What follows belongs to an exercise in optimizing a design on an open flow for small area, a short achievable clock period and few clock cycles; a production flow would make more cautious choices.
RTL that was checked went through simulation tests only; none was proved equivalent to the original.
Only the layout flow was run in runs 1 to 4; the RTL was not checked for function there.
Power is estimated from default activity; no workload was simulated.

[design/flow/design.v]
`timescale 1ns/100ps
module cacheTop
(
    input  logic                          clk,
    input  logic                          rst,
    input  logic                          cpuReqValid,
    input  logic                          cpuReqWrite,
    input  logic [10-1:0]      cpuReqAddr,
    input  logic [8-1:0]      cpuReqByte,
    output logic                          cpuRespValid,
    output logic                          cpuRespHit,
    output logic [32-1:0]      cpuRespWord,
    output logic                          cpuCredit,
    output logic                          memReqValid,
    output logic                          memReqWrite,
    output logic [6-1:0] memReqLineAddr,
    output logic [128-1:0]      memReqLine,
    input  logic                          memRespValid,
    input  logic [128-1:0]      memRespLine,
    input  logic                          memCredit
);
    logic [3:0]   valid;
    logic [3:0]   dirty;
    logic [4:0]   tags  [4];
    logic [127:0] lines [4];
    logic [1:0]   lruVictim;       
    logic         stLate;          
    logic         stWb;            
    logic         stRdIssue;       
    logic         stRd;            
    logic         idle;
    logic         reqWrite;        
    logic [9:0]   reqAddr;
    logic [7:0]   reqByte;
    assign idle = !stLate && !stWb && !stRdIssue && !stRd;
    logic [4:0]  inTag;
    logic        inSet;
    logic [3:0]  mruSlot;          
    logic [3:0]  match;            
    logic [3:0]  victimSlot;       
    logic        hitMru, hitLru, hitWay1, victimDirty;
    logic [4:0]  victimTag;
    assign inTag  = cpuReqAddr[9:5];
    assign inSet  = cpuReqAddr[4];
    always_comb begin
        victimTag = '0;
        for (int i = 0; i < 4; i++) begin
            mruSlot[i]    = (lruVictim[i / 2] != i[0]);
            match[i]      = valid[i] && (inSet == i[1]) && (tags[i] == inTag);
            victimSlot[i] = (inSet == i[1]) && !mruSlot[i];
            victimTag     = victimTag | ({5{victimSlot[i]}} & tags[i]);
        end
    end
    assign hitMru      = |(match & mruSlot);
    assign hitLru      = |(match & ~mruSlot);
    assign hitWay1     = match[1] || match[3];
    assign victimDirty = |(victimSlot & valid & dirty);
    logic newReq, hitNow, lateNow, missNow, fillNow;
    assign newReq  = idle && cpuReqValid;
    assign hitNow  = newReq && hitMru;
    assign lateNow = newReq && hitLru;
    assign missNow = newReq && !hitMru && !hitLru;
    assign fillNow = stRd && memRespValid;
    logic        rdSet;
    logic [1:0]  rdWord;
    logic [3:0]  rdSlot;
    logic [31:0] slotWord [4];
    logic [31:0] hitWord;
    logic [31:0] missWord;
    assign rdSet  = stLate ? reqAddr[4]   : inSet;
    assign rdWord = stLate ? reqAddr[3:2] : cpuReqAddr[3:2];
    always_comb begin
        hitWord = '0;
        for (int i = 0; i < 4; i++) begin
            rdSlot[i] = (rdSet == i[1]) && mruSlot[i];
            case (rdWord)
                2'd0:    slotWord[i] = lines[i][127:96];
                2'd1:    slotWord[i] = lines[i][95:64];
                2'd2:    slotWord[i] = lines[i][63:32];
                default: slotWord[i] = lines[i][31:0];
            endcase
            hitWord = hitWord | ({32{rdSlot[i]}} & slotWord[i]);
        end
        case (reqAddr[3:2])
            2'd0:    missWord = memRespLine[127:96];
            2'd1:    missWord = memRespLine[95:64];
            2'd2:    missWord = memRespLine[63:32];
            default: missWord = memRespLine[31:0];
        endcase
    end
    assign cpuRespValid = hitNow || stLate || fillNow;
    assign cpuCredit    = cpuRespValid;
    assign cpuRespHit   = !stRd;
    assign cpuRespWord  = stRd ? missWord : hitWord;
    always_comb begin
        memReqLine = '0;
        for (int i = 0; i < 4; i++) begin
            memReqLine = memReqLine | ({128{victimSlot[i]}} & lines[i]);
        end
    end
    assign memReqValid    = missNow || stRdIssue;
    assign memReqWrite    = idle && victimDirty;
    assign memReqLineAddr = !idle       ? reqAddr[9:4] :
                            victimDirty ? {victimTag, inSet} : cpuReqAddr[9:4];
    always_ff @(posedge clk) begin
        if (rst) begin
            stLate    <= 1'b0;
            stWb      <= 1'b0;
            stRdIssue <= 1'b0;
            stRd      <= 1'b0;
        end else begin
            stLate <= lateNow;
            if (missNow) begin
                stWb <= victimDirty;
                stRd <= !victimDirty;
            end
            if (stWb && memCredit) begin
                stWb      <= 1'b0;
                stRdIssue <= 1'b1;
            end
            if (stRdIssue) begin
                stRdIssue <= 1'b0;
                stRd      <= 1'b1;
            end
            if (fillNow) begin
                stRd <= 1'b0;
            end
        end
    end
    always_ff @(posedge clk) begin
        if (idle) begin
            reqWrite <= cpuReqWrite;
            reqAddr  <= cpuReqAddr;
            reqByte  <= cpuReqByte;
        end
    end
    logic [3:0] fillSlot;          
    logic [3:0] hitWrSlot;         
    always_comb begin
        for (int i = 0; i < 4; i++) begin
            fillSlot[i]  = fillNow && (reqAddr[4] == i[1]) && !mruSlot[i];
            hitWrSlot[i] = newReq && cpuReqWrite && match[i];
        end
    end
    always_ff @(posedge clk) begin
        for (int s = 0; s < 2; s++) begin
            if (rst) begin
                lruVictim[s] <= 1'b0;
            end else if ((lateNow && inSet == s) || (fillNow && reqAddr[4] == s)) begin
                lruVictim[s] <= !lruVictim[s];
            end
        end
    end
    always_ff @(posedge clk) begin
        for (int i = 0; i < 4; i++) begin
            if (rst) begin
                valid[i] <= 1'b0;
            end else if (fillSlot[i]) begin
                valid[i] <= 1'b1;
            end
            if (fillSlot[i]) begin
                dirty[i] <= reqWrite;
                tags[i]  <= reqAddr[9:5];
            end else if (hitWrSlot[i]) begin
                dirty[i] <= 1'b1;
            end
        end
    end
    logic [7:0]   byteSrc;
    logic [127:0] newLine;
    logic [15:0]  laneHit;       
    logic [15:0]  laneMem;       
    assign byteSrc = stRd ? reqByte : cpuReqByte;
    always_comb begin
        for (int k = 0; k < 16; k++) begin
            laneHit[k] = (cpuReqAddr[3:0] == k);
            laneMem[k] = stRd && !(reqWrite && (reqAddr[3:0] == k));
            newLine[(15 - k) * 8 +: 8] = laneMem[k] ? memRespLine[(15 - k) * 8 +: 8] : byteSrc;
        end
    end
    always_ff @(posedge clk) begin
        for (int i = 0; i < 4; i++) begin
            for (int k = 0; k < 16; k++) begin
                if (fillSlot[i] || (hitWrSlot[i] && laneHit[k])) begin
                    lines[i][(15 - k) * 8 +: 8] <= newLine[(15 - k) * 8 +: 8];
                end
            end
        end
    end
endmodule
[design/flow/run.sh]
#!/bin/bash
# synth_recipe.tcl (not shown) runs the flow's synth.tcl, then flattens the netlist and writes it again
# the make line also repeats each setting of config.mk as NAME=value (left out here)
make -C /OpenROAD-flow-scripts/flow DESIGN_CONFIG=/design/flow/config.mk WORK_HOME=/design/flow/orfs CLKGATE_MAP_FILE= SYNTH_SCRIPT=/design/flow/synth_recipe.tcl finish
[design/flow/config.mk]
export PLATFORM = sky130hd
export DESIGN_NAME = cacheTop
export DESIGN_NICKNAME = cacheTop
export VERILOG_FILES = /design/flow/design.v
export SDC_FILE = /design/flow/constraint.sdc
export NUM_CORES = 4
export LEC_CHECK = 0
export CAP_MARGIN = 20
export CORE_MARGIN = 2
export CORE_UTILIZATION = 60
export SETUP_SLACK_MARGIN = 1.5
export SLEW_MARGIN = 20
[design/flow/constraint.sdc]
create_clock -name core_clock -period 5.0 [get_ports {clk}]
set_input_delay 1.0000 -clock core_clock [delete_from_list [all_inputs] [get_ports {clk}]]
set_output_delay 1.0000 -clock core_clock [all_outputs]
set_load 0.01 [all_outputs]
==> results of run 1 <==
==> Yosys cell counts (13+ instances only) <==
| cell type | count |
|---|---|
| a211o_1 | 32 |
| a211oi_1 | 99 |
| a21oi_1 | 305 |
| a221o_1 | 31 |
| a22o_1 | 31 |
| a31oi_1 | 67 |
| buf_1 | 15 |
| buf_2 | 16 |
| clkbuf_1 | 156 |
| edfxtp_1 | 555 |
| inv_1 | 13 |
| mux2i_1 | 173 |
| mux4_2 | 62 |
| nand2_1 | 159 |
| nand3_1 | 13 |
| nor2_1 | 149 |
| nor2b_1 | 103 |
| o21ai_1 | 16 |
| o221ai_1 | 65 |
| o22ai_1 | 33 |
| o32a_1 | 32 |
| xor2_1 | 13 |
==> layer usage <==
metal,wire length (µm),share of wire [%],GRT usage (%)
met5,43,0.038,0
met4,9460,8.3,30.9
met3,17900,16,11.8
met2,50100,44,67.2
met1,37100,32,57.2
==> power by group through the flow <==
stage / Clock (W) / Sequential [W] / Combinational, W
global route: 0.00455 / 0.00553 / 0.00257
floorplan: 0 / 0.00561 / 0.00117
CTS: 0.00434 / 0.00552 / 0.00230
finish: 0.00438 / 0.00553 / 0.00252
global placement: 0 / 0.00563 / 0.00213
detailed placement: 0 / 0.00563 / 0.00217
==> critical path, stage by stage, from the launching register on <==
cell      delay [ps]
edfxtp_1         450
buf_12           160
mux2_4           300
buf_12           150
buf_12           130
buf_16           140
mux4_2           290
a211o_1          260
o32a_1           380
buf_2            180
==> cell type report <==
| type | instances | area, µm² |
|---|---|---|
| multi-input cells | 1455 | 10800 |
| well taps | 607 | 759 |
| diodes | 2 | 5.00 |
| inverters | 13 | 48.8 |
| flip-flops and latches | 565 | 16900 |
| clock inverters | 39 | 395 |
| fillers | 2735 | 9740 |
| clock buffers | 66 | 1480 |
| repair buffers | 598 | 6350 |
==> through the flow <==
stage	total power (W)	area (µm²)	setup slack, ps
2_1_floorplan	0.00677	28200	1410
3_3_place_gp	0.00775	32700	272
3_5_place_dp	0.00780	32700	263
4_1_cts	0.0122	35900	965
5_1_grt	0.0126	36700	892
6_report	0.0124	36700	911
==> worst paths after layout <==
path         slack (ps)        endpoint  startpoint
min reg2reg         500       stRdIssue   stRdIssue
min                 500       stRdIssue   stRdIssue
max                 910  cpuRespWord[7]  reqAddr[3]
max reg2reg        1510    lruVictim[0]  tags[1][4]
==> cells in the final DEF (no fill, tap or decap), drive strengths merged, types with 5 or more instances in the layout <==
| master | n |
|---|---|
| nor2 | 149 |
| a21oi | 305 |
| a31oi | 67 |
| o221ai | 65 |
| clkdlybuf4s15 | 5 |
| nand3 | 13 |
| nor2b | 103 |
| dfxtp | 10 |
| bufinv | 8 |
| clkinv | 27 |
| a211o | 32 |
| mux4 | 64 |
| nand2 | 159 |
| nand2b | 5 |
| edfxtp | 555 |
| dlygate4sd2 | 34 |
| o32a | 32 |
| o21ai | 26 |
| buf | 300 |
| a22oi | 10 |
| clkbuf | 81 |
| o22ai | 33 |
| clkdlybuf4s50 | 216 |
| xor2 | 13 |
| a211oi | 99 |
| bufbuf | 8 |
| mux2i | 173 |
| inv | 15 |
| dlymetal6s2s | 20 |
| a221o | 31 |
| a22o | 31 |
| xnor2 | 7 |
==> kinds of logic after synthesis <==
logic type      after synthesis  share of synthesized area (%)
flops                       565                           59.9
mux                         240                           11.5
buf+inv                     211                           3.17
xor+xnor                     20                          0.623
compound gates              738                           17.4
simple gates                455                           7.38
==> repair_timing <==
item                                    CTS  global route
gates resized for setup                 314            99
hold buffers                              0             0
gates cloned                             20             8
endpoints found under the setup margin  171            99
pin swaps                                45            38
buffers inserted                         76            31
==> flip-flops by register name, indices dropped and copies added (netlist names) <==
| name | flops |
|---|---|
| reqByte | 8 |
| reqAddr | 10 |
| stRdIssue | 1 |
| stWb | 1 |
| stLate | 1 |
| valid | 4 |
| lruVictim | 2 |
| dirty | 4 |
| tags | 20 |
| lines | 512 |
| stRd | 1 |
| reqWrite | 1 |
==> summary.txt, run 1 <==
The run finished with no timing, DRC or antenna violations. The final setup violation count is 0. The depth of the worst hold-timing path is 1. The number of global-route vias before repair was 23,400.

The tools report the endpoint type of the worst setup path as an output port. The number of cells traversed by the worst register-to-register path was 21. The tools report the maximum operating frequency as 245 MHz.

For the final database, setup skew stands at 25.1 ps. After synthesis the netlist holds a flip-flop and latch count of 565. The run gives 44.7% as the global router's overall resource usage. In the routed design, unresolved DRC markers number 0.

In this run the horizontal extent of the chip is 221 µm. Internal power comes to 0.00900 W. Combinational group share of total power: 20.3%. Relative area change from synthesis to final layout: 30.5%. The weighted congestion at the end of routability-driven global placement came out at 0.953. The routed layout has 24,800 vias. After synthesis, the cell types taking the most area are edfxtp_1 (59%), mux2i_1 (6.2%), a21oi_1 (5.4%).

Clock-pin slew was measured on the worst setup and hold paths at 60 ps. Net switching is 27.6% of the power. The total count of max-transition violations in the final report is 0, and the power per cell area is 338 mW/mm². For this run, the share of the core covered by cells in the final layout is 79.0%. The post-route netlist has 20.0% of its cells at a drive strength greater than 1. The number of placement rows was 79. Entering global routing, the biggest net connects 95 pins.

Buffers inserted during clock tree synthesis total 58. The post-route antenna net violation count was 0; the minimum period implied by the final worst setup slack was 4090 ps. The number of max-capacitance violations reported came out at 0. Across the VDD grid, the largest voltage drop is 0.000379 V. The sequential share of the synthesized area came out at 59.9%. During synthesis, Yosys emitted a total of 4 warnings. Averaged over all synthesized cells, the footprint is 12.6 µm².

Of the available clock period, the critical path in the final layout requires 81.8%. After the last flow step, the layout net total stands at 2,843. For the source-to-sink clock delay at the later pin of the worst-skew pair, the log shows 640 ps. TritonCTS built the clock tree. After detailed routing, the number of vias per cell comes to 7.40. 323 I/O pins were placed. The initial utilization of the core area, before any placement, comes to 60.6%.

Measured against its own limit, the worst slew margin works out to 19.3%. The worst setup path is of the reg -> out kind. The number of search-and-repair iterations in the first detailed-routing pass came out at 8.

Input and output buffers added on the ports amount to 322. The logs give 3,102 for the number of placed instances with taps included and 2,229 for the post-synthesis instance total. The class of the worst hold path was reg -> reg.

The root buffer selected by CTS is clkbuf_16. For the total die area, the log shows 0.0486 mm². For this run, asynchronously set or reset flops after synthesis account for 0%. No sink is reached through more buffers than the 3 on the longest clock path. The clock net sink count is 565, and the cell area after synthesis is 0.0281 mm².

The tightest hold margin is 500 ps, and the worst-margin pin slew is 1190 ps. The number of nets produced by synthesis is 2,381, and the aggregate global routing overflow is 0. At the worst endpoint, the required time is 4000 ps. Setup repair after global routing could not meet its margin everywhere. Once detailed placement completed, the half-perimeter wirelength came to 66.2 mm.

For this run, the leading register cell type out of synthesis is edfxtp_1. The arrival time of the worst setup path was 3090 ps. In this run the worst path has a maximum fanout of 4. The tools report the sort of element at the start of the critical path as a register. The number of antenna violations at the first check in global routing was 7; the part of the power in the clock network was 35.2%. After floorplanning, the core was sized to cover 0.0465 mm².

The logs give 4,183 for the number of DRC violations after detailed-routing iteration 0 and 154 mm for the wire length of the first global-routing pass. The run gives 115 mm as the final wirelength. Yosys mapped the design onto 52 distinct sky130hd cell types. The number of hold-slack violations in the final timing report was 0; the setup TNS after final layout was 0 ps. After the flow finishes, the layout carries non-filler instances totaling 3,345.

The portion of total power attributed to sequential cells is 44.5%, and the maximum level of the CTS H-tree is 2. For the total net switching power, the log shows 0.00342 W. The number of flops mapped to enable cells by yosys is 555, and the portion of synthesized cell area occupied by the leading cell type is 59.2%. Measured along the y axis, the die boundary spans 221 µm. The mean routed wirelength per cell came out at 34.3 µm. Cell accounting for the most synthesized area: edfxtp_1. In this run the static leakage power is 12.9 nW.
==> run 2, diff against run 1 <==
--- a/design/flow/config.mk
+++ b/design/flow/config.mk
@@ -7,6 +7,6 @@
 export LEC_CHECK = 0
 export CAP_MARGIN = 20
 export CORE_MARGIN = 2
-export CORE_UTILIZATION = 60
+export CORE_UTILIZATION = 40
 export SETUP_SLACK_MARGIN = 1.5
 export SLEW_MARGIN = 20
==> summary.txt, run 2 <==
The flow ran to the end and the layout has no timing, DRC or antenna violations. The number of buffers and inverters on the critical path is 6 (was 5). The mean instance size in the synthesized netlist is 12.6 µm² (unchanged). The run gives 40.3% (was 60.6%) as the initial cell density of the core.

Top Registers: lines: 512 flops, tags: 20 flops, reqAddr: 10 flops (unchanged). The width of the chip is 269 µm (was 221 µm). The total internal power came out at 0.00912 W (was 0.00900 W).

The root buffer selected by CTS is clkbuf_16 (unchanged). The aggregate global routing overflow was 0 (unchanged). Total number of yosys warnings: 4 (unchanged). The portion of total power attributed to sequential cells is 44.2% (was 44.5%). TritonCTS built the clock tree. The post-synthesis async set-or-reset flop share is 0% (unchanged), and the number of max-capacitance violations reported is 0 (unchanged). Endpoint type of the worst setup path: an output port (unchanged). The type of the worst setup path is in -> out (was reg -> out). The kind of cell adding the most delay to the critical path was buffers and inverters (unchanged). The number of flops mapped to enable cells by yosys came out at 555 (unchanged). The post-synthesis sequential element count is 565 (unchanged). The number of search-and-repair iterations in the first detailed-routing pass was 8 (unchanged). Ranking of synthesized cells by instance count: edfxtp_1 (555), a21oi_1 (305), mux2i_1 (173) (unchanged). Portion of synthesized cell area occupied by the leading cell type: 59.2% (unchanged). The tools report the largest clock skew in the final design as 25.7 ps (was 25.1 ps).

The logs give 59.9% (unchanged) for the sequential share of the synthesized area and 119 mm (was 115 mm) for the final wirelength. The register clock-pin slew on the reported worst setup and hold paths was 60 ps (about the same). The tools report the total die area as 0.0725 mm² (was 0.0486 mm²). The tools report the sort of element at the start of the critical path as an input port (was a register). The switching share of power works out to 27.2% (was 27.6%).

The critical-path maximum fanout was 8 (was 4); the total net switching power was 0.00341 W (was 0.00342 W). The run gives 0 (unchanged) as the remaining routing DRC violations. The number of port buffers was 322 (unchanged); the worst-margin pin slew was 1120 ps (was 1190 ps).

For the clock net sink count, the log shows 565 (unchanged). The via count came out at 23,700 (was 24,800). The critical path required time was 4000 ps (about the same); the number of fill cells was 5,782 (was 2,735). The minimum period implied by the final worst setup slack came out at 4040 ps (was 4090 ps). The share of the clock period used by the worst path is 80.9% (was 81.8%). The most frequently used cell type in the post-synthesis netlist was edfxtp_1 (unchanged). The tools report the TritonCTS buffer count as 59 (was 58).

Cell-by-cell trace of the critical path: buf_8 > mux2_4 > buf_12 > buf_12 > buf_12 > buf_8 > mux4_2 > a211o_1 > o32a_1 > buf_2 (was buf_12 > mux2_4 > buf_12 > buf_12 > buf_16 > mux4_2 > a211o_1 > o32a_1 > buf_2). The I/O pin count was 323 (unchanged); the setup TNS after final layout was 0 ps (unchanged). Number of global-route vias before repair: 23,500 (was 23,400).

The mean routed wirelength per cell is 32.4 µm (was 34.3 µm), and the pin count of the biggest net entering global routing is 67 (was 95). The cell accounting for the most synthesized area was edfxtp_1 (unchanged). Power per cell area: 338 mW/mm² (about the same). The number of distinct library cells after synthesis was 52 (unchanged). The static leakage power is 12.9 nW (about the same). The cell with the most instances on the worst path was buf_12 (unchanged). For the worst voltage drop across the vdd grid, the log shows 0.000290 V (was 0.000379 V). Cell types with the largest area share after synthesis: edfxtp_1 (59%), mux2i_1 (6.2%), a21oi_1 (5.4%) (unchanged). The part of the power in the clock network came out at 35.8% (was 35.2%). For the post-synthesis instance total, the log shows 2,229 (unchanged). The tools report the number of hold-slack violations in the final timing report as 0 (unchanged).

Most common cell after layout, fill and taps aside: edfxtp_1 (unchanged). The tools report the arrival time of the worst setup path as 3040 ps (was 3090 ps). The register with the highest flop count is lines (unchanged).

Maximum clock path buffer count: 3 (unchanged). The logs give 3,440 (was 3,102) for the number of placed instances with taps included and 70.2 mm (was 66.2 mm) for the detailed-placement wirelength estimate. Biggest cell delay along the critical path: 360 ps (was 450 ps). The die outline height is 269 µm (was 221 µm). Most used cells in the layout excluding fill and tap cells: edfxtp_1 (555), a21oi_1 (278), clkdlybuf4s50_1 (203) (was edfxtp_1 (555), a21oi_1 (291), clkdlybuf4s50_1 (216)).

The tools report the number of placement rows as 97 (was 79). The run gives 3,296 (was 4,183) as the number of DRC violations after detailed-routing iteration 0. The cell with the largest stage delay on the worst path is o32a_1 (was edfxtp_1). The worst slew margin relative to its limit is 25.2% (was 19.3%). The relative area change from synthesis to final layout is 31.8% (was 30.5%), and the source-to-sink clock delay at the later pin of the worst-skew pair is 640 ps (about the same).

The logs give 20.0% (was 20.3%) for the combinational group share of total power and 0.0698 mm² (was 0.0465 mm²) for the core footprint. Total count of max-transition violations in the final report: 0 (unchanged). The final setup violation count came out at 0 (unchanged).

Maximum level of the CTS H-tree: 2 (unchanged). Setup repair after global routing could not meet its margin everywhere. The post-detailed-route via-to-cell ratio is 6.45 (was 7.40). Global router's overall resource usage: 31.6% (was 44.7%). Class of the worst hold path: reg -> reg (unchanged).

The most common flop cell mapped by yosys was edfxtp_1 (unchanged). The number of nets produced by synthesis is 2,381 (unchanged), and the maximum operating frequency is 247 MHz (was 245 MHz). The cell area after synthesis came out at 0.0281 mm² (unchanged). The number of standard cells in the layout, taps in and fillers out came out at 3,679 (was 3,345). The layout cell share with drive strength beyond 1 works out to 20.4% (was 20.0%). The post-route antenna net violation count is 0 (unchanged), and the number of antenna violations at the first check in global routing is 5 (was 7). The wire length of the first global-routing pass is 165 mm (was 154 mm), and the number of flip-flops in the largest register is 512 (unchanged). The logs give 0.921 (was 0.953) for the weighted congestion at the end of routability-driven global placement and 2,843 (unchanged) for the final-stage net count. The antenna cell count came out at 0 (was 2).
## run 2: cell count changes in the layout (fill, tap and decap cells not counted), moves of 6 or more
cell             previous run  this run
clkbuf_1                    8        15
o21ai_1                    12        18
clkdlybuf4s50_1           216       203
a21oi_1                   291       278
o221ai_1                   56        64
o221ai_2                    8         0
clkinv_1                   19        10
a21oi_2                    14        27
clkdlybuf4s15_1             5        14
dlygate4sd2_1              34        42
dlymetal6s2s_1             20        11
## run 2: power by group through the flow
stage | clock (W) | combinational, W | sequential [W]
6_report | 0.00449 | 0.00250 | 0.00554
5_1_grt | 0.00470 | 0.00260 | 0.00554
4_1_cts | 0.00450 | 0.00240 | 0.00554
3_5_place_dp | 0 | 0.00223 | 0.00564
3_3_place_gp | 0 | 0.00219 | 0.00564
2_1_floorplan | 0 | 0.00117 | 0.00561
## run 2: final timing paths
path	start	to	slack (ps)	cells after the start
setup reg to reg	stRd	lines[3][66]	1640	8
setup / recovery	cpuReqAddr[3]	cpuRespWord[10]	960	10
hold reg to reg	stRdIssue	stRdIssue	490	1
hold / removal	stRdIssue	stRdIssue	490	1
## run 2: routing by layer
metal / vias up / GRT usage (%) / wire [µm]
met5: - / 0 / 71
met4: 10 / 16.9 / 7260
met3: 423 / 7.28 / 13800
met2: 1835 / 50.5 / 54600
met1: 11700 / 39.9 / 43500
li1: 9777 / - / -
## run 2: logic make-up (layout without fill, tap and decap cells)
| group | count (synthesis) | count (layout) | synth area share (%) |
|---|---|---|---|
| flops | 565 | 565 | 59.9 |
| mux | 240 | 240 | 11.5 |
| simple gates | 455 | 456 | 7.38 |
| xor+xnor | 20 | 20 | 0.623 |
| buf+inv | 211 | 720 | 3.17 |
| compound gates | 738 | 738 | 17.4 |
## run 2: through the flow
stage	cell area, µm²	hold WS (ps)	power [W]	worst slack [ps]	utilization, %
after floorplan	28200	423	0.00677	1410	-
after global placement	33200	447	0.00783	205	47.5
after detailed placement	33200	455	0.00787	175	47.5
after CTS	36700	482	0.0124	927	52.6
after global routing	37100	501	0.0128	898	53.1
final	37100	486	0.0125	955	53.1
## run 2: what timing repair did
action / CTS / global route
resized for setup: 347 / 86
cloned: 23 / 3
setup endpoints to repair: 171 / 226
setup buffers: 82 / 21
hold buffers: 0 / 0
pin swaps: 47 / 32
## run 2: final cells by class
class	count	area [µm²]	share of cell area [%]
Inverter	13	56.3	0.152
Timing Repair Buffer	598	6250	16.9
Multi-Input combinational cell	1454	10800	29.0
Tap cell	940	1180	3.17
Clock buffer	80	1640	4.42
Clock inverter	29	314	0.847
Sequential cell	565	16900	45.5
==> run 3, diff against run 2 <==
--- a/design/flow/design.v
+++ b/design/flow/design.v
@@ -24,6 +24,7 @@
     logic [4:0]   tags  [4];
     logic [127:0] lines [4];
     logic [1:0]   lruVictim;       
+    logic         stIdle;          
     logic         stLate;          
     logic         stWb;            
     logic         stRdIssue;       
@@ -32,7 +33,7 @@
     logic         reqWrite;        
     logic [9:0]   reqAddr;
     logic [7:0]   reqByte;
-    assign idle = !stLate && !stWb && !stRdIssue && !stRd;
+    assign idle = stIdle;
     logic [4:0]  inTag;
     logic        inSet;
     logic [3:0]  mruSlot;          
@@ -61,25 +62,23 @@
     assign lateNow = newReq && hitLru;
     assign missNow = newReq && !hitMru && !hitLru;
     assign fillNow = stRd && memRespValid;
-    logic        rdSet;
-    logic [1:0]  rdWord;
     logic [3:0]  rdSlot;
-    logic [31:0] slotWord [4];
-    logic [31:0] hitWord;
+    logic [31:0] victimWord;
+    logic [31:0] lateWord;
     logic [31:0] missWord;
-    assign rdSet  = stLate ? reqAddr[4]   : inSet;
-    assign rdWord = stLate ? reqAddr[3:2] : cpuReqAddr[3:2];
-    always_comb begin
-        hitWord = '0;
-        for (int i = 0; i < 4; i++) begin
-            rdSlot[i] = (rdSet == i[1]) && mruSlot[i];
-            case (rdWord)
-                2'd0:    slotWord[i] = lines[i][127:96];
-                2'd1:    slotWord[i] = lines[i][95:64];
-                2'd2:    slotWord[i] = lines[i][63:32];
-                default: slotWord[i] = lines[i][31:0];
-            endcase
-            hitWord = hitWord | ({32{rdSlot[i]}} & slotWord[i]);
+    logic [3:0]  wordDec;
+    logic [15:0] rdSel;
+    always_comb begin
+        cpuRespWord = '0;
+        for (int w = 0; w < 4; w++) begin
+            wordDec[w] = (cpuReqAddr[3:2] == w);
+        end
+        for (int i = 0; i < 4; i++) begin
+            rdSlot[i] = idle && (inSet == i[1]) && mruSlot[i];
+            for (int w = 0; w < 4; w++) begin
+                rdSel[i * 4 + w] = rdSlot[i] && wordDec[w];
+                cpuRespWord = cpuRespWord | ({32{rdSel[i * 4 + w]}} & lines[i][(3 - w) * 32 +: 32]);
+            end
         end
         case (reqAddr[3:2])
             2'd0:    missWord = memRespLine[127:96];
@@ -87,11 +86,20 @@
             2'd2:    missWord = memRespLine[63:32];
             default: missWord = memRespLine[31:0];
         endcase
+        case (cpuReqAddr[3:2])
+            2'd0:    victimWord = memReqLine[127:96];
+            2'd1:    victimWord = memReqLine[95:64];
+            2'd2:    victimWord = memReqLine[63:32];
+            default: victimWord = memReqLine[31:0];
+        endcase
+        cpuRespWord = cpuRespWord | ({32{stRd}} & missWord) | ({32{stLate}} & lateWord);
+    end
+    always_ff @(posedge clk) begin
+        lateWord <= victimWord;
     end
     assign cpuRespValid = hitNow || stLate || fillNow;
     assign cpuCredit    = cpuRespValid;
     assign cpuRespHit   = !stRd;
-    assign cpuRespWord  = stRd ? missWord : hitWord;
     always_comb begin
         memReqLine = '0;
         for (int i = 0; i < 4; i++) begin
@@ -104,12 +112,19 @@
                             victimDirty ? {victimTag, inSet} : cpuReqAddr[9:4];
     always_ff @(posedge clk) begin
         if (rst) begin
+            stIdle    <= 1'b1;
             stLate    <= 1'b0;
             stWb      <= 1'b0;
             stRdIssue <= 1'b0;
             stRd      <= 1'b0;
         end else begin
             stLate <= lateNow;
+            if (lateNow || missNow) begin
+                stIdle <= 1'b0;
+            end
+            if (stLate || fillNow) begin
+                stIdle <= 1'b1;
+            end
             if (missNow) begin
                 stWb <= victimDirty;
                 stRd <= !victimDirty;
==> summary.txt, run 3 <==
Largest family of logic cells by synthesized area: compound AO/OA/AOI/OAI gates (unchanged). Die outline height: 272 µm (was 269 µm). The source-to-sink clock delay at the later pin of the worst-skew pair was 640 ps (about the same). The portion of synthesized cell area occupied by the leading cell type is 58.0% (was 59.2%), and the total count of max-transition violations in the final report is 0 (unchanged).

For the number of DRC violations after detailed-routing iteration 0, the log shows 4,598 (was 3,296). The share of synthesized area spent on multiplexers is 8.82% (was 11.5%). For the initial cell density of the core, the log shows 40.3% (about the same). The tools report the root buffer selected by CTS as clkbuf_16 (unchanged). Number of flip-flops in the largest register: 512 (unchanged). For the total number of yosys warnings, the log shows 3 (was 4). The weighted congestion at the end of routability-driven global placement was 0.927 (was 0.921); the I/O pin count was 323 (unchanged). Share of the clock period used by the worst path: 76.7% (was 80.9%).

The tools report the wire length of the first global-routing pass as 180 mm (was 165 mm). The number of standard cells in the layout, taps in and fillers out is 3,759 (was 3,679), and the setup TNS after final layout is 0 ps (unchanged). The sequential share of the synthesized area was 61.0% (was 59.9%). The most frequently used cell type in the post-synthesis netlist was edfxtp_1 (unchanged). The worst flop-to-flop path startpoint was tags[2][4] (was stRd).

The pin count of the biggest net entering global routing was 79 (was 67). Most common flop cell mapped by yosys: edfxtp_1 (unchanged). Post-detailed-route via-to-cell ratio: 6.81 (was 6.45).

The xor/xnor cell area share of the yosys netlist is 0.744% (was 0.623%), and the detailed-placement wirelength estimate is 76.4 mm (was 70.2 mm). The switching share of power was 26.3% (was 27.2%); the arrival time of the worst setup path was 2840 ps (was 3040 ps). Number of cells traversed by the worst register-to-register path: 17 (was 8). Register with the highest flop count: lines (unchanged). The setup slack on the worst flop-to-flop path is 1560 ps (was 1640 ps), and the global router's overall resource usage is 34.3% (was 31.6%).

The depth of the worst hold-timing path came out at 2 (was 1). The layout cell share with drive strength beyond 1 was 23.1% (was 20.4%); the maximum operating frequency was 261 MHz (was 247 MHz). The register clock-pin slew on the reported worst setup and hold paths came out at 70 ps (was 60 ps).

Top Registers: lines: 512 flops, lateWord: 32 flops, tags: 20 flops (was lines: 512 flops, tags: 20 flops, reqAddr: 10 flops). The critical-path maximum fanout works out to 7 (was 8). The run gives 2,908 (was 2,843) as the final-stage net count. Most used cells in the layout excluding fill and tap cells: edfxtp_1 (555), a22oi_1 (271), a21oi_1 (228) (was edfxtp_1 (555), a21oi_1 (278), clkdlybuf4s50_1 (203)). The post-synthesis async set-or-reset flop share is 0% (unchanged), and the combinational group share of total power is 15.6% (was 20.0%). Number of search-and-repair iterations in the first detailed-routing pass: 10 (was 8). The synthesized-area fraction occupied by adder cells works out to 0% (unchanged). The logs give 24,600 (was 23,500) for the number of global-route vias before repair and 52 (unchanged) for the number of distinct library cells after synthesis. TritonCTS built the clock tree.

Ranking of synthesized cells by instance count: edfxtp_1 (555), a21oi_1 (287), a22oi_1 (274) (was edfxtp_1 (555), a21oi_1 (305), mux2i_1 (173)). The portion of total power attributed to sequential cells was 44.6% (was 44.2%). The run gives 13.3 nW (was 12.9 nW) as the static leakage power.

The logs give 598 (was 565) for the clock net sink count and 136 mm (was 119 mm) for the final wirelength. Post-synthesis sequential element count: 598 (was 565). The tools report the number of max-capacitance violations reported as 0 (unchanged). The maximum level of the CTS H-tree came out at 3 (was 2). The final setup violation count was 0 (unchanged); the worst voltage drop across the vdd grid was 0.000198 V (was 0.000290 V). For the TritonCTS buffer count, the log shows 67 (was 59).

The type of the worst setup path is in -> out (unchanged). The number of antenna violations at the first check in global routing came out at 6 (was 5). The total net switching power is 0.00338 W (was 0.00341 W). Sort of element at the start of the critical path: an input port (unchanged). The remaining routing DRC violations was 0 (unchanged); the total die area was 0.0740 mm² (was 0.0725 mm²). The area fraction in and, or, nand and nor cells after synthesis works out to 8.59% (was 7.38%).

The mean instance size in the synthesized netlist came out at 12.7 µm² (was 12.6 µm²). The class of the worst hold path is reg -> reg (unchanged). The minimum period implied by the final worst setup slack came out at 3840 ps (was 4040 ps). The worst-margin pin slew is 1160 ps (was 1120 ps), and the aggregate global routing overflow is 0 (unchanged). The tools report the core footprint as 0.0714 mm² (was 0.0698 mm²).

The startpoint of the most critical setup path was cpuReqAddr[4] (was cpuReqAddr[3]). The width of the chip is 272 µm (was 269 µm). The number of placement rows was 98 (was 97); the via count was 25,600 (was 23,700). The area fraction in compound gates after synthesis was 17.6% (was 17.4%); the number of placed instances with taps included was 3,489 (was 3,440).

The tools report the endpoint type of the worst setup path as an output port (unchanged). Setup repair after global routing could not meet its margin everywhere. The tightest hold margin is 473 ps (was 486 ps).

The tools report the post-synthesis instance total as 2,268 (was 2,229). The number of hold-slack violations in the final timing report came out at 0 (unchanged). The cell accounting for the most synthesized area was edfxtp_1 (unchanged).

The relative area change from synthesis to final layout came out at 33.6% (was 31.8%). The part of the power in the clock network came out at 39.9% (was 35.8%). Maximum clock path buffer count: 3 (unchanged).

The largest clock skew in the final design is 22.2 ps (was 25.7 ps). The flow ran to the end and the layout has no timing, DRC or antenna violations. The mean routed wirelength per cell was 36.2 µm (was 32.4 µm). Cell types with the largest area share after synthesis: edfxtp_1 (58%), a22oi_1 (7.2%), mux4_2 (5.0%) (was edfxtp_1 (59%), mux2i_1 (6.2%), a21oi_1 (5.4%)). The number of flops mapped to enable cells by yosys was 555 (unchanged).

The startpoint of the lowest-slack hold path was stWb (was stRdIssue). The logs give 0.00945 W (was 0.00912 W) for the total internal power and 0.0288 mm² (was 0.0281 mm²) for the cell area after synthesis. Most common cell after layout, fill and taps aside: edfxtp_1 (unchanged). The power per cell area was 334 mW/mm² (was 338 mW/mm²); the critical path required time was 4000 ps (about the same). The number of port buffers was 322 (unchanged). The number of nets produced by synthesis was 2,420 (was 2,381); the worst slew margin relative to its limit was 22.7% (was 25.2%).

The post-route antenna net violation count is 0 (unchanged).
## run 3: changes by cell type after synthesis, moves of 33 or more
cell      previous run  this run
a31oi_1             67         1
nor2_1             149       188
a222oi_1             0        62
o221ai_1            65         0
mux2i_1            173       106
nand3_1             13        50
a22oi_1             10       274
buf_2               16        71
nand2_1            159       106
clkbuf_1           156        98
dfxtp_1             10        43
## run 3: critical path: stages
cell	delay (ps)
buf_16	120
nand3b_1	140
buf_6	150
nor3_4	40
buf_4	150
buf_4	210
a22oi_1	240
nand4_1	120
nor2_1	180
nand3_2	190
clkdlybuf4s15_1	280
## run 3: power by group through the flow
stage	clock network, W	logic (W)	registers [W]
3_5_place_dp	0	0.00172	0.00582
2_1_floorplan	0	0.000861	0.00580
6_report	0.00511	0.00200	0.00572
3_3_place_gp	0	0.00169	0.00582
5_1_grt	0.00532	0.00205	0.00572
4_1_cts	0.00512	0.00183	0.00572
## run 3: worst paths after layout
path                          end
setup / recovery  cpuRespWord[16]
hold / removal          stRdIssue
setup reg to reg     lines[2][27]
hold reg to reg         stRdIssue
## run 3: layer usage
layer	global-route usage, %	vias to the layer above	routed length (µm)
met5	0	-	44
met4	19.8	8	9870
met3	10.8	614	20900
met2	52.0	2521	58800
met1	43.5	12400	46500
li1	-	10000	-
## run 3: area by class of cell
type	count	area [µm²]
Clock buffer	84	1780
Multi-Input combinational cell	1467	10900
Sequential cell	598	17500
Antenna cell	2	5.00
Clock inverter	36	444
Timing Repair Buffer	610	6450
Inverter	12	45.0
Tap cell	950	1190
Fill cell	5901	33000
## run 3: logic make-up after synthesis
kind of cell | count (synthesis)
and+or+nand+nor | 517
buffers and inverters | 206
AOI/OAI and AO/OA | 753
DFF | 598
xor gates and xnor gates | 21
muxes | 173
## run 3: per-stage QoR
step	util (%)	total power, W	setup slack (ps)	instance area (µm²)
after CTS	52.5	0.0127	1230	37500
after floorplan	-	0.00666	1580	28800
after global routing	53.8	0.0131	1100	38400
final	53.8	0.0128	1160	38400
after global placement	47.2	0.00751	245	33700
after detailed placement	47.2	0.00754	249	33700
## run 3: timing repair
action / CTS / global route
pin swaps: 96 / 37
gates resized for setup: 467 / 98
hold buffers: 0 / 0
cloned: 18 / 14
buffers inserted: 82 / 34
setup endpoints to repair: 168 / 240
==> run 4, diff against run 3 <==
--- a/design/flow/design.v
+++ b/design/flow/design.v
@@ -52,7 +52,16 @@
             victimTag     = victimTag | ({5{victimSlot[i]}} & tags[i]);
         end
     end
-    assign hitMru      = |(match & mruSlot);
+    logic [4:0] mruTag [2];
+    logic [1:0] mruValid, mruEq;
+    always_comb begin
+        for (int t = 0; t < 2; t++) begin
+            mruTag[t]   = lruVictim[t] ? tags[2 * t]  : tags[2 * t + 1];
+            mruValid[t] = lruVictim[t] ? valid[2 * t] : valid[2 * t + 1];
+            mruEq[t]    = mruValid[t] && (mruTag[t] == inTag);
+        end
+    end
+    assign hitMru      = inSet ? mruEq[1] : mruEq[0];
     assign hitLru      = |(match & ~mruSlot);
     assign hitWay1     = match[1] || match[3];
     assign victimDirty = |(victimSlot & valid & dirty);
@@ -62,40 +71,31 @@
     assign lateNow = newReq && hitLru;
     assign missNow = newReq && !hitMru && !hitLru;
     assign fillNow = stRd && memRespValid;
-    logic [3:0]  rdSlot;
-    logic [31:0] victimWord;
-    logic [31:0] lateWord;
-    logic [31:0] missWord;
-    logic [3:0]  wordDec;
+    logic [3:0]  wordDec;          
+    logic [3:0]  lateSlot;         
+    logic [3:0]  lateWordDec;      
+    logic [3:0]  missWordDec;      
     logic [15:0] rdSel;
+    logic [3:0]  missSel;
     always_comb begin
         cpuRespWord = '0;
         for (int w = 0; w < 4; w++) begin
-            wordDec[w] = (cpuReqAddr[3:2] == w);
-        end
-        for (int i = 0; i < 4; i++) begin
-            rdSlot[i] = idle && (inSet == i[1]) && mruSlot[i];
+            wordDec[w]     = (cpuReqAddr[3:2] == w);
+            missWordDec[w] = (reqAddr[3:2] == w);
+            missSel[w]     = stRd && missWordDec[w];
+            cpuRespWord    = cpuRespWord | ({32{missSel[w]}} & memRespLine[(3 - w) * 32 +: 32]);
+        end
+        for (int i = 0; i < 4; i++) begin
             for (int w = 0; w < 4; w++) begin
-                rdSel[i * 4 + w] = rdSlot[i] && wordDec[w];
+                rdSel[i * 4 + w] = (idle && mruSlot[i] && (inSet == i[1]) && wordDec[w]) ||
+                                   (lateSlot[i] && lateWordDec[w]);
                 cpuRespWord = cpuRespWord | ({32{rdSel[i * 4 + w]}} & lines[i][(3 - w) * 32 +: 32]);
             end
         end
-        case (reqAddr[3:2])
-            2'd0:    missWord = memRespLine[127:96];
-            2'd1:    missWord = memRespLine[95:64];
-            2'd2:    missWord = memRespLine[63:32];
-            default: missWord = memRespLine[31:0];
-        endcase
-        case (cpuReqAddr[3:2])
-            2'd0:    victimWord = memReqLine[127:96];
-            2'd1:    victimWord = memReqLine[95:64];
-            2'd2:    victimWord = memReqLine[63:32];
-            default: victimWord = memReqLine[31:0];
-        endcase
-        cpuRespWord = cpuRespWord | ({32{stRd}} & missWord) | ({32{stLate}} & lateWord);
-    end
-    always_ff @(posedge clk) begin
-        lateWord <= victimWord;
+    end
+    always_ff @(posedge clk) begin
+        lateSlot    <= {4{lateNow}} & match;
+        lateWordDec <= wordDec;
     end
     assign cpuRespValid = hitNow || stLate || fillNow;
     assign cpuCredit    = cpuRespValid;
==> summary.txt, run 4 <==
Cell types with the largest area share after synthesis: edfxtp_1 (60%), a21oi_1 (5.7%), mux2i_1 (4.7%) (was edfxtp_1 (58%), a22oi_1 (7.2%), mux4_2 (5.0%)). Top Registers: lines: 512 flops, tags: 20 flops, reqAddr: 10 flops (was lines: 512 flops, lateWord: 32 flops, tags: 20 flops). The tools report the startpoint of the most critical setup path as cpuReqAddr[4] (unchanged). The biggest cell delay along the critical path came out at 380 ps (was 280 ps).

Mean instance size in the synthesized netlist: 12.8 µm² (was 12.7 µm²). The source-to-sink clock delay at the later pin of the worst-skew pair was 650 ps (was 640 ps); the minimum period implied by the final worst setup slack was 3840 ps (about the same). The tools report the worst flop-to-flop path startpoint as tags[3][1] (was tags[2][4]).

The worst voltage drop across the vdd grid is 0.000270 V (was 0.000198 V), and the number of antenna violations at the first check in global routing is 8 (was 6). TritonCTS built the clock tree. The static leakage power is 13.7 nW (was 13.3 nW), and the final non-filler cell area is 0.0397 mm² (was 0.0384 mm²). The number of flip-flops in the largest register is 512 (unchanged), and the footprint of the multi-input gates is 0.0116 mm² (was 0.0109 mm²). Most used cells in the layout excluding fill and tap cells: edfxtp_1 (555), a21oi_1 (253), buf_4 (209) (was edfxtp_1 (555), a22oi_1 (271), a21oi_1 (228)). The layout cell share with drive strength beyond 1 is 30.1% (was 23.1%), and the critical path required time is 4000 ps (about the same). Cell-by-cell trace of the critical path: clkbuf_16 > nand3b_1 > buf_6 > o21ai_4 > buf_12 > buf_16 > buf_4 > buf_6 > a22oi_1 > and3_1 > nand4_1 > buf_2 (was buf_16 > nand3b_1 > buf_6 > nor3_4 > buf_4 > buf_4 > a22oi_1 > nand4_1 > nor2_1 > nand3_2 > clkdlybuf4s15_1).

The aggregate global routing overflow was 0 (unchanged); the post-detailed-route via-to-cell ratio was 6.62 (was 6.81). The number of port buffers was 322 (unchanged); the arrival time of the worst setup path was 2840 ps (about the same). The logs give 24,800 (was 25,600) for the via count and 18.8% (was 22.7%) for the worst slew margin relative to its limit. The sort of element at the start of the critical path is an input port (unchanged). The logs give 96 (was 98) for the number of placement rows and 0 ps (unchanged) for the setup TNS after final layout. The weighted congestion at the end of routability-driven global placement is 0.943 (was 0.927). The mean routed wirelength per cell was 34.3 µm (was 36.2 µm); the power per cell area was 309 mW/mm² (was 334 mW/mm²).

The post-synthesis sequential element count was 574 (was 598); the I/O pin count was 323 (unchanged). The share of the clock period used by the worst path works out to 76.8% (was 76.7%). The most frequently used cell type in the post-synthesis netlist was edfxtp_1 (unchanged). The tools report the cell area after synthesis as 0.0279 mm² (was 0.0288 mm²). The register clock-pin slew on the reported worst setup and hold paths was 60 ps (was 70 ps). The startpoint of the lowest-slack hold path was stRdIssue (was stWb). Setup repair after global routing could not meet its margin everywhere.

The run gives 24,100 (was 24,600) as the number of global-route vias before repair. The maximum operating frequency was 260 MHz (was 261 MHz). The tools report the post-synthesis instance total as 2,181 (was 2,268). The number of search-and-repair iterations in the first detailed-routing pass was 9 (was 10); the global router's overall resource usage was 33.9% (was 34.3%). The tools report the pin count of the biggest net entering global routing as 61 (was 79). Most common flop cell mapped by yosys: edfxtp_1 (unchanged). The final-stage net count is 2,920 (was 2,908), and the post-route antenna net violation count is 0 (unchanged). The type of the worst setup path was in -> out (unchanged). Remaining routing DRC violations: 0 (unchanged). Cell with the largest stage delay on the worst path: o21ai_4 (was clkdlybuf4s15_1). For the number of DRC violations after detailed-routing iteration 0, the log shows 4,016 (was 4,598). The final setup violation count was 0 (unchanged). For the instance area after placement, the log shows 0.0329 mm² (was 0.0337 mm²). The logs give 2 (was 3) for the maximum level of the CTS H-tree and 0 (unchanged) for the number of max-capacitance violations reported.

The worst-margin pin slew is 1190 ps (was 1160 ps), and the largest clock skew in the final design is 24.8 ps (was 22.2 ps). Cell accounting for the most synthesized area: edfxtp_1 (unchanged). Register with the highest flop count: lines (unchanged).

The run finished with no timing, DRC or antenna violations. The core footprint was 0.0688 mm² (was 0.0714 mm²); the portion of synthesized cell area occupied by the leading cell type was 59.8% (was 58.0%). The number of flops mapped to enable cells by yosys works out to 555 (unchanged). The tools report the maximum clock path buffer count as 3 (unchanged). The detailed-placement wirelength estimate is 73.8 mm (was 76.4 mm), and the width of the chip is 268 µm (was 272 µm). Footprint of the flip-flops and latches: 0.0171 mm² (was 0.0175 mm²). The most common cell after layout, fill and taps aside was edfxtp_1 (unchanged). The TritonCTS buffer count is 61 (was 67). Sequential share of the synthesized area: 61.1% (was 61.0%).

The relative area change from synthesis to final layout works out to 42.5% (was 33.6%). The root buffer selected by CTS was clkbuf_16 (unchanged). The total number of yosys warnings was 4 (was 3); the number of fill cells was 5,317 (was 5,901).

The logs give 0.0718 mm² (was 0.0740 mm²) for the total die area and 0 (unchanged) for the total count of max-transition violations in the final report. The logs give 574 (was 598) for the clock net sink count and 56 (was 52) for the number of distinct library cells after synthesis. The cell with the most instances on the worst path was buf_6 (was buf_4). Ranking of synthesized cells by instance count: edfxtp_1 (555), a21oi_1 (317), nor2_1 (155) (was edfxtp_1 (555), a21oi_1 (287), a22oi_1 (274)). The endpoint type of the worst setup path was an output port (unchanged).

The wire length of the first global-routing pass came out at 172 mm (was 180 mm). Antenna cell count: 0 (was 2). The class of the worst hold path was reg -> reg (unchanged).

Critical-path maximum fanout: 5 (was 7). The die outline height is 268 µm (was 272 µm), and the final wirelength is 129 mm (was 136 mm). The post-synthesis async set-or-reset flop share is 0% (unchanged). For the initial cell density of the core, the log shows 40.5% (was 40.3%). The number of hold-slack violations in the final timing report was 0 (unchanged). For the number of nets produced by synthesis, the log shows 2,333 (was 2,420).
run 4: changes by cell type in the layout (fill, tap and decap cells not counted), moves of 22 or more:
cell | previous run | this run
a222oi_1 | 62 | 32
nand3_1 | 47 | 14
a21oi_4 | 3 | 44
a221oi_1 | 0 | 22
a211oi_2 | 3 | 25
dfxtp_1 | 39 | 15
nand2_1 | 99 | 55
a22o_1 | 0 | 78
buf_4 | 180 | 209
mux4_2 | 64 | 32
a21oi_1 | 228 | 253
a21oi_2 | 58 | 20
a22oi_1 | 271 | 79
a221oi_2 | 0 | 54
run 4: cells by family (layout without fill, tap and decap cells):
logic type             count (synthesis)  count (layout)  synth area share [%]
flip-flops                           574             574                  61.1
AO/OA/AOI/OAI                        776             776                  19.1
AND/OR/NAND/NOR                      434             434                  8.02
buffers and inverters                201             838                  3.38
multiplexers                         166             166                  7.42
XOR/XNOR                              30              30                 0.969
run 4: critical path, delay by kind of cell:
kind | cells | cell delay (ps)
compound gates | 2 | 450
simple gates | 3 | 420
buf+inv | 7 | 950
run 4: path summary, 6_finish.rpt:
path | to | slack, ps | depth (start not counted)
min | stRdIssue | 460 | 1
min reg2reg | stRdIssue | 460 | 1
max | cpuRespWord[24] | 1160 | 12
max reg2reg | lines[3][36] | 1510 | 22
run 4: per-layer routing:
metal	part of all wire, %	wire [µm]	track usage (%)	vias to the layer above
met5	0.037	47	0	-
met4	6.4	8230	19.2	8
met3	13	17400	9.81	504
met2	45	57800	53.0	2198
met1	35	45200	42.3	12200
li1	-	-	-	9913
run 4: layout make-up:
class,count,share of cell area [%]
clock buffer,66,3.94
clock inverter,47,1.17
inverter,18,0.189
multi-input combinational,1406,29.2
sequential,574,42.9
tap,931,2.93
timing repair buffer,707,19.6
run 4: what timing repair did:
| action | in CTS | in global routing |
|---|---|---|
| endpoints found under the setup margin | 167 | 244 |
| gates resized for setup | 644 | 253 |
| pin swaps | 71 | 94 |
| hold endpoints to repair | 0 | 0 |
| gates cloned | 27 | 11 |
| hold buffers | 0 | 0 |
| buffers inserted | 130 | 66 |
run 4: stage by stage:
step	utilization [%]	cells	hold slack, ps	total power (W)	setup slack, ps
global placement	47.8	3401	445	0.00733	265
finish	57.7	3749	463	0.0123	1160
detailed placement	47.8	3401	454	0.00736	233
global route	57.7	3749	488	0.0125	1130
floorplan	-	2181	427	0.00646	1630
CTS	55.2	3671	464	0.0121	1200
run 4: power by group:
part	total, W	switching, W	internal [W]	leakage (nW)
registers	0.00551	0.0000344	0.00548	5.16
clock network	0.00464	0.00197	0.00267	0.973
logic	0.00213	0.00128	0.000849	7.57
total	0.0123	0.00328	0.00899	13.7
==> run 5, diff against run 4 <==
--- a/design/flow/design.v
+++ b/design/flow/design.v
@@ -32,7 +32,6 @@
     logic         idle;
     logic         reqWrite;        
     logic [9:0]   reqAddr;
-    logic [7:0]   reqByte;
     assign idle = stIdle;
     logic [4:0]  inTag;
     logic        inSet;
@@ -146,15 +145,14 @@
         if (idle) begin
             reqWrite <= cpuReqWrite;
             reqAddr  <= cpuReqAddr;
-            reqByte  <= cpuReqByte;
         end
     end
     logic [3:0] fillSlot;          
-    logic [3:0] hitWrSlot;         
-    always_comb begin
-        for (int i = 0; i < 4; i++) begin
-            fillSlot[i]  = fillNow && (reqAddr[4] == i[1]) && !mruSlot[i];
-            hitWrSlot[i] = newReq && cpuReqWrite && match[i];
+    logic [3:0] wrSlot;            
+    always_comb begin
+        for (int i = 0; i < 4; i++) begin
+            fillSlot[i] = fillNow && (reqAddr[4] == i[1]) && !mruSlot[i];
+            wrSlot[i]   = newReq && cpuReqWrite && (match[i] || (missNow && victimSlot[i]));
         end
     end
     always_ff @(posedge clk) begin
@@ -176,27 +174,25 @@
             if (fillSlot[i]) begin
                 dirty[i] <= reqWrite;
                 tags[i]  <= reqAddr[9:5];
-            end else if (hitWrSlot[i]) begin
+            end else if (newReq && cpuReqWrite && match[i]) begin
                 dirty[i] <= 1'b1;
             end
         end
     end
-    logic [7:0]   byteSrc;
     logic [127:0] newLine;
     logic [15:0]  laneHit;       
     logic [15:0]  laneMem;       
-    assign byteSrc = stRd ? reqByte : cpuReqByte;
     always_comb begin
         for (int k = 0; k < 16; k++) begin
             laneHit[k] = (cpuReqAddr[3:0] == k);
-            laneMem[k] = stRd && !(reqWrite && (reqAddr[3:0] == k));
-            newLine[(15 - k) * 8 +: 8] = laneMem[k] ? memRespLine[(15 - k) * 8 +: 8] : byteSrc;
+            laneMem[k] = !(reqWrite && (reqAddr[3:0] == k));
+            newLine[(15 - k) * 8 +: 8] = stRd ? memRespLine[(15 - k) * 8 +: 8] : cpuReqByte;
         end
     end
     always_ff @(posedge clk) begin
         for (int i = 0; i < 4; i++) begin
             for (int k = 0; k < 16; k++) begin
-                if (fillSlot[i] || (hitWrSlot[i] && laneHit[k])) begin
+                if ((fillSlot[i] && laneMem[k]) || (wrSlot[i] && laneHit[k])) begin
                     lines[i][(15 - k) * 8 +: 8] <= newLine[(15 - k) * 8 +: 8];
                 end
             end
==> summary.txt, run 5 <==
For the part of the power in the clock network, the log shows 37.8% (about the same). The width of the chip is 265 µm (was 268 µm). The maximum operating frequency was 255 MHz (was 260 MHz). The post-detailed-route via-to-cell ratio is 6.64 (was 6.62), and the critical path depth is 11 (was 12). The most common cell after layout, fill and taps aside is edfxtp_1 (unchanged). Aggregate global routing overflow: 0 (unchanged). The total count of max-transition violations in the final report was 0 (unchanged); the number of DRC violations after detailed-routing iteration 0 was 4,142 (was 4,016). Number of hold-slack violations in the final timing report: 0 (unchanged).

The number of fill cells was 5,527 (was 5,317). The worst-margin pin slew works out to 1160 ps (was 1190 ps). TritonCTS built the clock tree.

The number of placed instances with taps included is 3,323 (was 3,401). The switching share of power is 26.3% (was 26.7%). Worst flop-to-flop path startpoint: lruVictim[1] (was tags[3][1]). Setup repair after global routing could not meet its margin everywhere. The layout cell share with drive strength beyond 1 was 24.0% (was 30.1%).

The biggest cell delay along the critical path works out to 300 ps (was 380 ps). Most used cells in the layout excluding fill and tap cells: edfxtp_1 (547), nand2_1 (354), a22oi_1 (215) (was edfxtp_1 (555), a21oi_1 (253), buf_4 (209)). The I/O pin count is 323 (unchanged), and the share of the clock period used by the worst path is 78.6% (was 76.8%). The cell with the largest stage delay on the worst path was a32o_2 (was o21ai_4). Die outline height: 265 µm (was 268 µm). The mean instance size in the synthesized netlist came out at 12.6 µm² (was 12.8 µm²). The run finished with no timing, DRC or antenna violations. For the number of placement rows, the log shows 95 (was 96). The tools report the total internal power as 0.00886 W (was 0.00899 W). The capture point of the worst reg-to-reg path is lines[0][3] (was lines[3][36]). The logs give 73.9 mm (was 73.8 mm) for the detailed-placement wirelength estimate and 57 (was 56) for the number of distinct library cells after synthesis. The mean routed wirelength per cell was 34.2 µm (was 34.3 µm).

The run gives 4 (unchanged) as the total number of yosys warnings. The run gives 0.949 (was 0.943) as the weighted congestion at the end of routability-driven global placement. The static leakage power was 13.4 nW (was 13.7 nW); the setup slack on the worst flop-to-flop path was 1890 ps (was 1510 ps). Portion of synthesized cell area occupied by the leading cell type: 60.2% (was 59.8%). The minimum period implied by the final worst setup slack is 3930 ps (was 3840 ps). The run gives 22,700 (was 24,100) as the number of global-route vias before repair. The root buffer selected by CTS was clkbuf_16 (unchanged). The post-synthesis sequential element count came out at 566 (was 574).

The startpoint of the most critical setup path is cpuReqAddr[3] (was cpuReqAddr[4]). The relative area change from synthesis to final layout is 35.4% (was 42.5%). The register clock-pin slew on the reported worst setup and hold paths is 60 ps (about the same), and the post-synthesis instance total is 2,171 (was 2,181). The number of hold-repair buffers added at the cts stage came out at 0 (unchanged).

Most frequently used cell type in the post-synthesis netlist: edfxtp_1 (unchanged). The power per cell area is 326 mW/mm² (was 309 mW/mm²). The final setup violation count is 0 (unchanged), and the number of standard cells in the layout, taps in and fillers out is 3,568 (was 3,749). The wire length of the first global-routing pass was 162 mm (was 172 mm).

The number of antenna violations at the first check in global routing is 5 (was 8). The kind of cell adding the most delay to the critical path was buffers and inverters (unchanged). Cell-by-cell trace of the critical path: buf_8 > nor2b_4 > buf_6 > buf_6 > a32o_2 > buf_8 > a22oi_1 > nand4_1 > nor2_1 > nand4_1 > buf_2 (was clkbuf_16 > nand3b_1 > buf_6 > o21ai_4 > buf_12 > buf_16 > buf_4 > buf_6 > a22oi_1 > and3_1 > nand4_1 > buf_2). For the worst slew margin relative to its limit, the log shows 22.6% (was 18.8%).

The critical path required time is 4000 ps (about the same), and the via count is 23,700 (was 24,800). The setup TNS after final layout is 0 ps (unchanged), and the number of cells traversed by the worst register-to-register path is 11 (was 22). The number of max-capacitance violations reported is 0 (unchanged), and the total net switching power is 0.00317 W (was 0.00328 W). The number of buffers and inverters on the critical path is 5 (was 7), and the cell area after synthesis is 0.0273 mm² (was 0.0279 mm²).

The number of port buffers works out to 322 (unchanged). The combinational group share of total power is 16.5% (was 17.3%), and the pin count of the biggest net entering global routing is 164 (was 61). The run gives 630 ps (was 650 ps) as the source-to-sink clock delay at the later pin of the worst-skew pair. The sort of element at the start of the critical path is an input port (unchanged). The run gives 122 mm (was 129 mm) as the final wirelength. The endpoint type of the worst setup path was an output port (unchanged).

The number of nets produced by synthesis is 2,323 (was 2,333), and the largest clock skew in the final design is 16.6 ps (was 24.8 ps). The core footprint is 0.0674 mm² (was 0.0688 mm²). Top Registers: lines: 512 flops, tags: 20 flops, reqAddr: 10 flops (unchanged). The class of the worst hold path is reg -> reg (unchanged). The number of flops mapped to enable cells by yosys is 547 (was 555). The total die area is 0.0703 mm² (was 0.0718 mm²). Ranking of synthesized cells by instance count: edfxtp_1 (547), nand2_1 (360), a22oi_1 (245) (was edfxtp_1 (555), a21oi_1 (317), nor2_1 (155)). For the portion of total power attributed to sequential cells, the log shows 45.6% (was 44.9%). The tools report the end point of the critical path as cpuRespWord[18] (was cpuRespWord[24]). The post-synthesis async set-or-reset flop share came out at 0% (unchanged).

TritonCTS buffer count: 58 (was 61). Type of the worst setup path: in -> out (unchanged). The worst voltage drop across the vdd grid came out at 0.000234 V (was 0.000270 V). For the initial cell density of the core, the log shows 40.5% (about the same).

Number of flip-flops in the largest register: 512 (unchanged). The number of search-and-repair iterations in the first detailed-routing pass came out at 6 (was 9). For the arrival time of the worst setup path, the log shows 2930 ps (was 2840 ps). The critical-path maximum fanout works out to 20 (was 5).

The post-route antenna net violation count was 0 (unchanged); the maximum clock path buffer count was 3 (unchanged). Clock net sink count: 566 (was 574). Cell types with the largest area share after synthesis: edfxtp_1 (60%), a22oi_1 (6.7%), nand2_1 (5.0%) (was edfxtp_1 (60%), a21oi_1 (5.7%), mux2i_1 (4.7%)). The tools report the maximum level of the CTS H-tree as 2 (unchanged). Register with the highest flop count: lines (unchanged).

Most common flop cell mapped by yosys: edfxtp_1 (unchanged). The tools report the final-stage net count as 2,795 (was 2,920). The remaining routing DRC violations is 0 (unchanged). Cell accounting for the most synthesized area: edfxtp_1 (unchanged). The logs give 61.6% (was 61.1%) for the sequential share of the synthesized area and 32.2% (was 33.9%) for the global router's overall resource usage.
## run 5: power groups by stage
stage	clock [W]	combinational, W	sequential [W]
5_1_grt	0.00475	0.00206	0.00550
2_1_floorplan	0	0.000837	0.00555
3_3_place_gp	0	0.00173	0.00559
3_5_place_dp	0	0.00175	0.00559
4_1_cts	0.00456	0.00185	0.00549
6_report	0.00455	0.00199	0.00549
## run 5: per-layer routing
layer / track usage [%] / routed length, µm
met1: 41.7 / 44100
met2: 51.2 / 55300
met3: 7.59 / 15300
met4: 15.6 / 7350
met5: 0 / 34
## run 5: kinds of logic (layout without fill, tap and decap cells)
group | count (synthesis) | count (layout) | synth area share, %
AO/OA/AOI/OAI | 650 | 651 | 18.0
buffers and inverters | 195 | 714 | 3.27
flip-flops | 566 | 566 | 61.6
AND/OR/NAND/NOR | 609 | 610 | 10.3
other | 0 | 3 | 0
XOR/XNOR | 28 | 28 | 1.06
multiplexers | 123 | 123 | 5.81
## run 5: worst register-to-register path: cells and delay by family (launching register included)
family / cells / cell delay (ps)
xor+xnor: 1 / 160
buf+inv: 5 / 970
mux: 1 / 220
simple gates: 1 / 160
compound gates: 3 / 920
flops: 1 / 390
## run 5: stage by stage
step                utilization (%)  cell area [µm²]  total power, W  worst slack, ps  hold slack (ps)
floorplan                         -            27300         0.00639             1500              430
global placement               47.6            32100         0.00732              269              456
detailed placement             47.6            32100         0.00734              250              457
CTS                            52.9            35700          0.0119             1130              467
global route                   54.8            36900          0.0123             1070              493
finish                         54.8            37000          0.0120             1070              466
## run 5: worst min path at each step
stage,startpoint,slack (ps),end,cells past startpoint
finish,stWb,470,stRdIssue,2
global route,stWb,490,stRdIssue,2
CTS,stWb,470,stRdIssue,2
detailed placement,stWb,460,stRdIssue,2
global placement,stWb,460,stRdIssue,2
floorplan,stWb,430,stRdIssue,2
## run 5: what timing repair did
item	in CTS	in global routing
setup buffers	72	33
gates cloned	11	17
resized for setup	415	187
pin swaps	75	55
endpoints found under the setup margin	246	133
## run 5: layout make-up
cell class,instances,area [µm²],area share (%)
flip-flops and latches,566,16800,45.5
multi-input cells,1412,10500,28.4
inverters,11,41.3,0.112
repair buffers,594,6540,17.7
clock buffers,61,1480,4.02
well taps,873,1090,2.96
clock inverters,48,489,1.32
diodes,3,7.51,0.0203
Testbench counts of run 5, summed over its fixed seeds: cycles 43,346.
==> run 6, diff against run 5 <==
==> design/flow/flow/run.sh (new file) <==
#!/bin/bash
# The standard layout, with each port buffered by the smallest buffer
# (the resizer upsizes the ones that timing needs) instead of ORFS's default
# choice of buffer cell.
set -euo pipefail
export BUFFER_PORTS_ARGS="-buffer_cell sky130_fd_sc_hd__buf_1"
bash standard.sh > standard.log 2>&1
==> design/flow/standard.sh (new file) <==
#!/bin/bash
# synth_recipe.tcl (not shown) runs the flow's synth.tcl, then flattens the netlist and writes it again
# the make line also repeats each setting of config.mk as NAME=value (left out here)
make -C /OpenROAD-flow-scripts/flow DESIGN_CONFIG=/design/flow/config.mk WORK_HOME=/design/flow/orfs CLKGATE_MAP_FILE= SYNTH_SCRIPT=/design/flow/synth_recipe.tcl "${@:-finish}"
--- a/design/flow/config.mk
+++ b/design/flow/config.mk
@@ -10,3 +10,4 @@
 export CORE_UTILIZATION = 40
 export SETUP_SLACK_MARGIN = 1.5
 export SLEW_MARGIN = 20
+export TNS_END_PERCENT = 10
removed: design/flow/run.sh
==> summary.txt, run 6 <==
End point of the critical path: cpuRespWord[21] (was cpuRespWord[18]). Type of the worst setup path: in -> out (unchanged). The worst-margin pin slew is 1220 ps (was 1160 ps), and the initial cell density of the core is 40.5% (unchanged). The via count was 23,400 (was 23,700).

The tools report the endpoint type of the worst setup path as an output port (unchanged). The run finished with no timing, DRC or antenna violations. The detailed-placement wirelength estimate was 72.6 mm (was 73.9 mm); the sequential share of the synthesized area was 61.6% (unchanged).

The number of global-route vias before repair is 22,500 (was 22,700), and the share of the clock period used by the worst path is 78.4% (was 78.6%). Most common flop cell mapped by yosys: edfxtp_1 (unchanged). The setup slack on the worst flop-to-flop path came out at 1580 ps (was 1890 ps).

The run gives 0.0273 mm² (unchanged) as the cell area after synthesis. The power per cell area was 340 mW/mm² (was 326 mW/mm²). The post-route antenna net violation count came out at 0 (unchanged).

The mean instance size in the synthesized netlist is 12.6 µm² (unchanged). The relative area change from synthesis to final layout came out at 24.5% (was 35.4%). The post-synthesis instance total is 2,171 (unchanged). Root buffer selected by CTS: clkbuf_16 (unchanged).

The logs give 161 mm (was 162 mm) for the wire length of the first global-routing pass and 0.0168 mm² (unchanged) for the footprint of the flip-flops and latches. Cell accounting for the most synthesized area: edfxtp_1 (unchanged). The sort of element at the start of the critical path is an input port (unchanged).

TritonCTS built the clock tree. Mean routed wirelength per cell: 33.0 µm (was 34.2 µm). The run gives 0 (unchanged) as the number of hold-slack violations in the final timing report. The run gives 323 (unchanged) as the I/O pin count. Startpoint of the most critical setup path: cpuReqAddr[4] (was cpuReqAddr[3]).

The worst flop-to-flop path startpoint was lruVictim[1] (unchanged). The run gives 255 MHz (about the same) as the maximum operating frequency. The logs give 0.0115 W (was 0.0120 W) for the overall power after layout and 0 (unchanged) for the final setup violation count.

The logs give 57 (was 58) for the TritonCTS buffer count and 0.0297 mm² (was 0.0321 mm²) for the instance area after placement. Final non-filler cell area: 0.0340 mm² (was 0.0370 mm²). The number of placement rows is 95 (unchanged), and the worst slew margin relative to its limit is 18.3% (was 22.6%).

The most common cell after layout, fill and taps aside was edfxtp_1 (unchanged). The class of the worst hold path is reg -> reg (unchanged). The run gives 0.962 (was 0.949) as the weighted congestion at the end of routability-driven global placement. Number of flops mapped to enable cells by yosys: 547 (unchanged). Setup repair after global routing could not meet its margin everywhere.

Ranking of synthesized cells by instance count: edfxtp_1 (547), nand2_1 (360), a22oi_1 (245) (unchanged). The number of fill cells is 5,875 (was 5,527). The layout cell share with drive strength beyond 1 was 19.2% (was 24.0%); the portion of synthesized cell area occupied by the leading cell type was 60.2% (unchanged). The capture point of the worst reg-to-reg path was lines[0][93] (was lines[0][3]). The width of the chip was 265 µm (unchanged).
run 6: cell counts after synthesis:
No cell type changed its count.
run 6: worst min path at each step:
stage                           end  cells past startpoint       from  slack, ps
after floorplan           stRdIssue                      2       stWb        430
after global placement    stRdIssue                      2       stWb        450
after detailed placement  stRdIssue                      2       stWb        460
after CTS                 stRdIssue                      2       stWb        470
after global routing      stRdIssue                      1  stRdIssue        490
final                     stRdIssue                      2       stWb        470
run 6: cell families (layout without fill, tap and decap cells):
| family | count (synthesis) | in the layout | share of synthesized area [%] |
|---|---|---|---|
| XOR/XNOR | 28 | 28 | 1.06 |
| buffers and inverters | 195 | 665 | 3.27 |
| AND/OR/NAND/NOR | 609 | 609 | 10.3 |
| AO/OA/AOI/OAI | 650 | 653 | 18.0 |
| flip-flops | 566 | 566 | 61.6 |
| multiplexers | 123 | 123 | 5.81 |
| other | 0 | 6 | 0 |
run 6: area by class of cell:
| cell class | count | area share [%] |
|---|---|---|
| timing repair buffer | 548 | 11.6 |
| inverter | 11 | 0.121 |
| clock inverter | 37 | 1.19 |
| clock buffer | 69 | 4.33 |
| sequential | 566 | 49.5 |
| multi-input combinational | 1413 | 30.0 |
| tap | 873 | 3.21 |
| antenna | 6 | 0.0442 |
run 6: per-layer routing:
metal	up-vias	GRT usage (%)	wire, µm
met5	-	0	14
met4	2	16.1	6630
met3	388	8.82	15500
met2	2001	50.3	53000
met1	11500	40.3	41100
li1	9517	-	-
run 6: through the flow:
step,instances,hold WS [ps]
global placement,3293,450
global route,3521,493
floorplan,2171,430
finish,3523,468
CTS,3495,472
detailed placement,3293,463
run 6: worst max-delay path, stage by stage:
cell	delay [ps]
clkbuf_16	140
and2_4	190
a32o_2	360
buf_12	170
buf_16	140
a22oi_1	180
nand2_1	110
a221oi_2	230
nand3_2	200
buf_6	190
run 6: timing repair:
| action | 4_1_cts | 5_1_grt |
|---|---|---|
| gates cloned | 11 | 2 |
| endpoints found under the setup margin | 307 | 129 |
| pin swaps | 58 | 28 |
| buffers inserted | 85 | 20 |
| resized for setup | 192 | 58 |
run 6: power by group:
part           internal [W]  switching (W)
Clock               0.00247        0.00189
Sequential          0.00542      0.0000812
Combinational      0.000550        0.00114

[afterwards: timing with drivers on the ports]
In the flow no input, the clock included, has a driving cell. The finished layouts below were timed again as built, in two steps.
Step 1 assumes that a clkbuf_16 drives the clock port and a buf_2 every other input.
Step 2 also shifts input and output timing later by t, the mid clock arrival at the registers, as if the neighbouring blocks saw the same clock.
a / b / c = ideal ports / drivers / drivers and shift; a / b = the first two.
run	t, ns	setup WS [ns]
run 1	0.686	0.911 / 0.851 / 0.868
run 2	0.686	0.955 / 0.835 / 0.835
run 3	0.686	1.163 / 1.003 / 0.796
run 4	0.707	1.159 / 1.010 / 0.829
run 5	0.693	1.072 / 1.006 / 1.006
run 6	0.706	1.079 / 1.017 / 0.697
After both steps setup and hold are still met in every run listed.
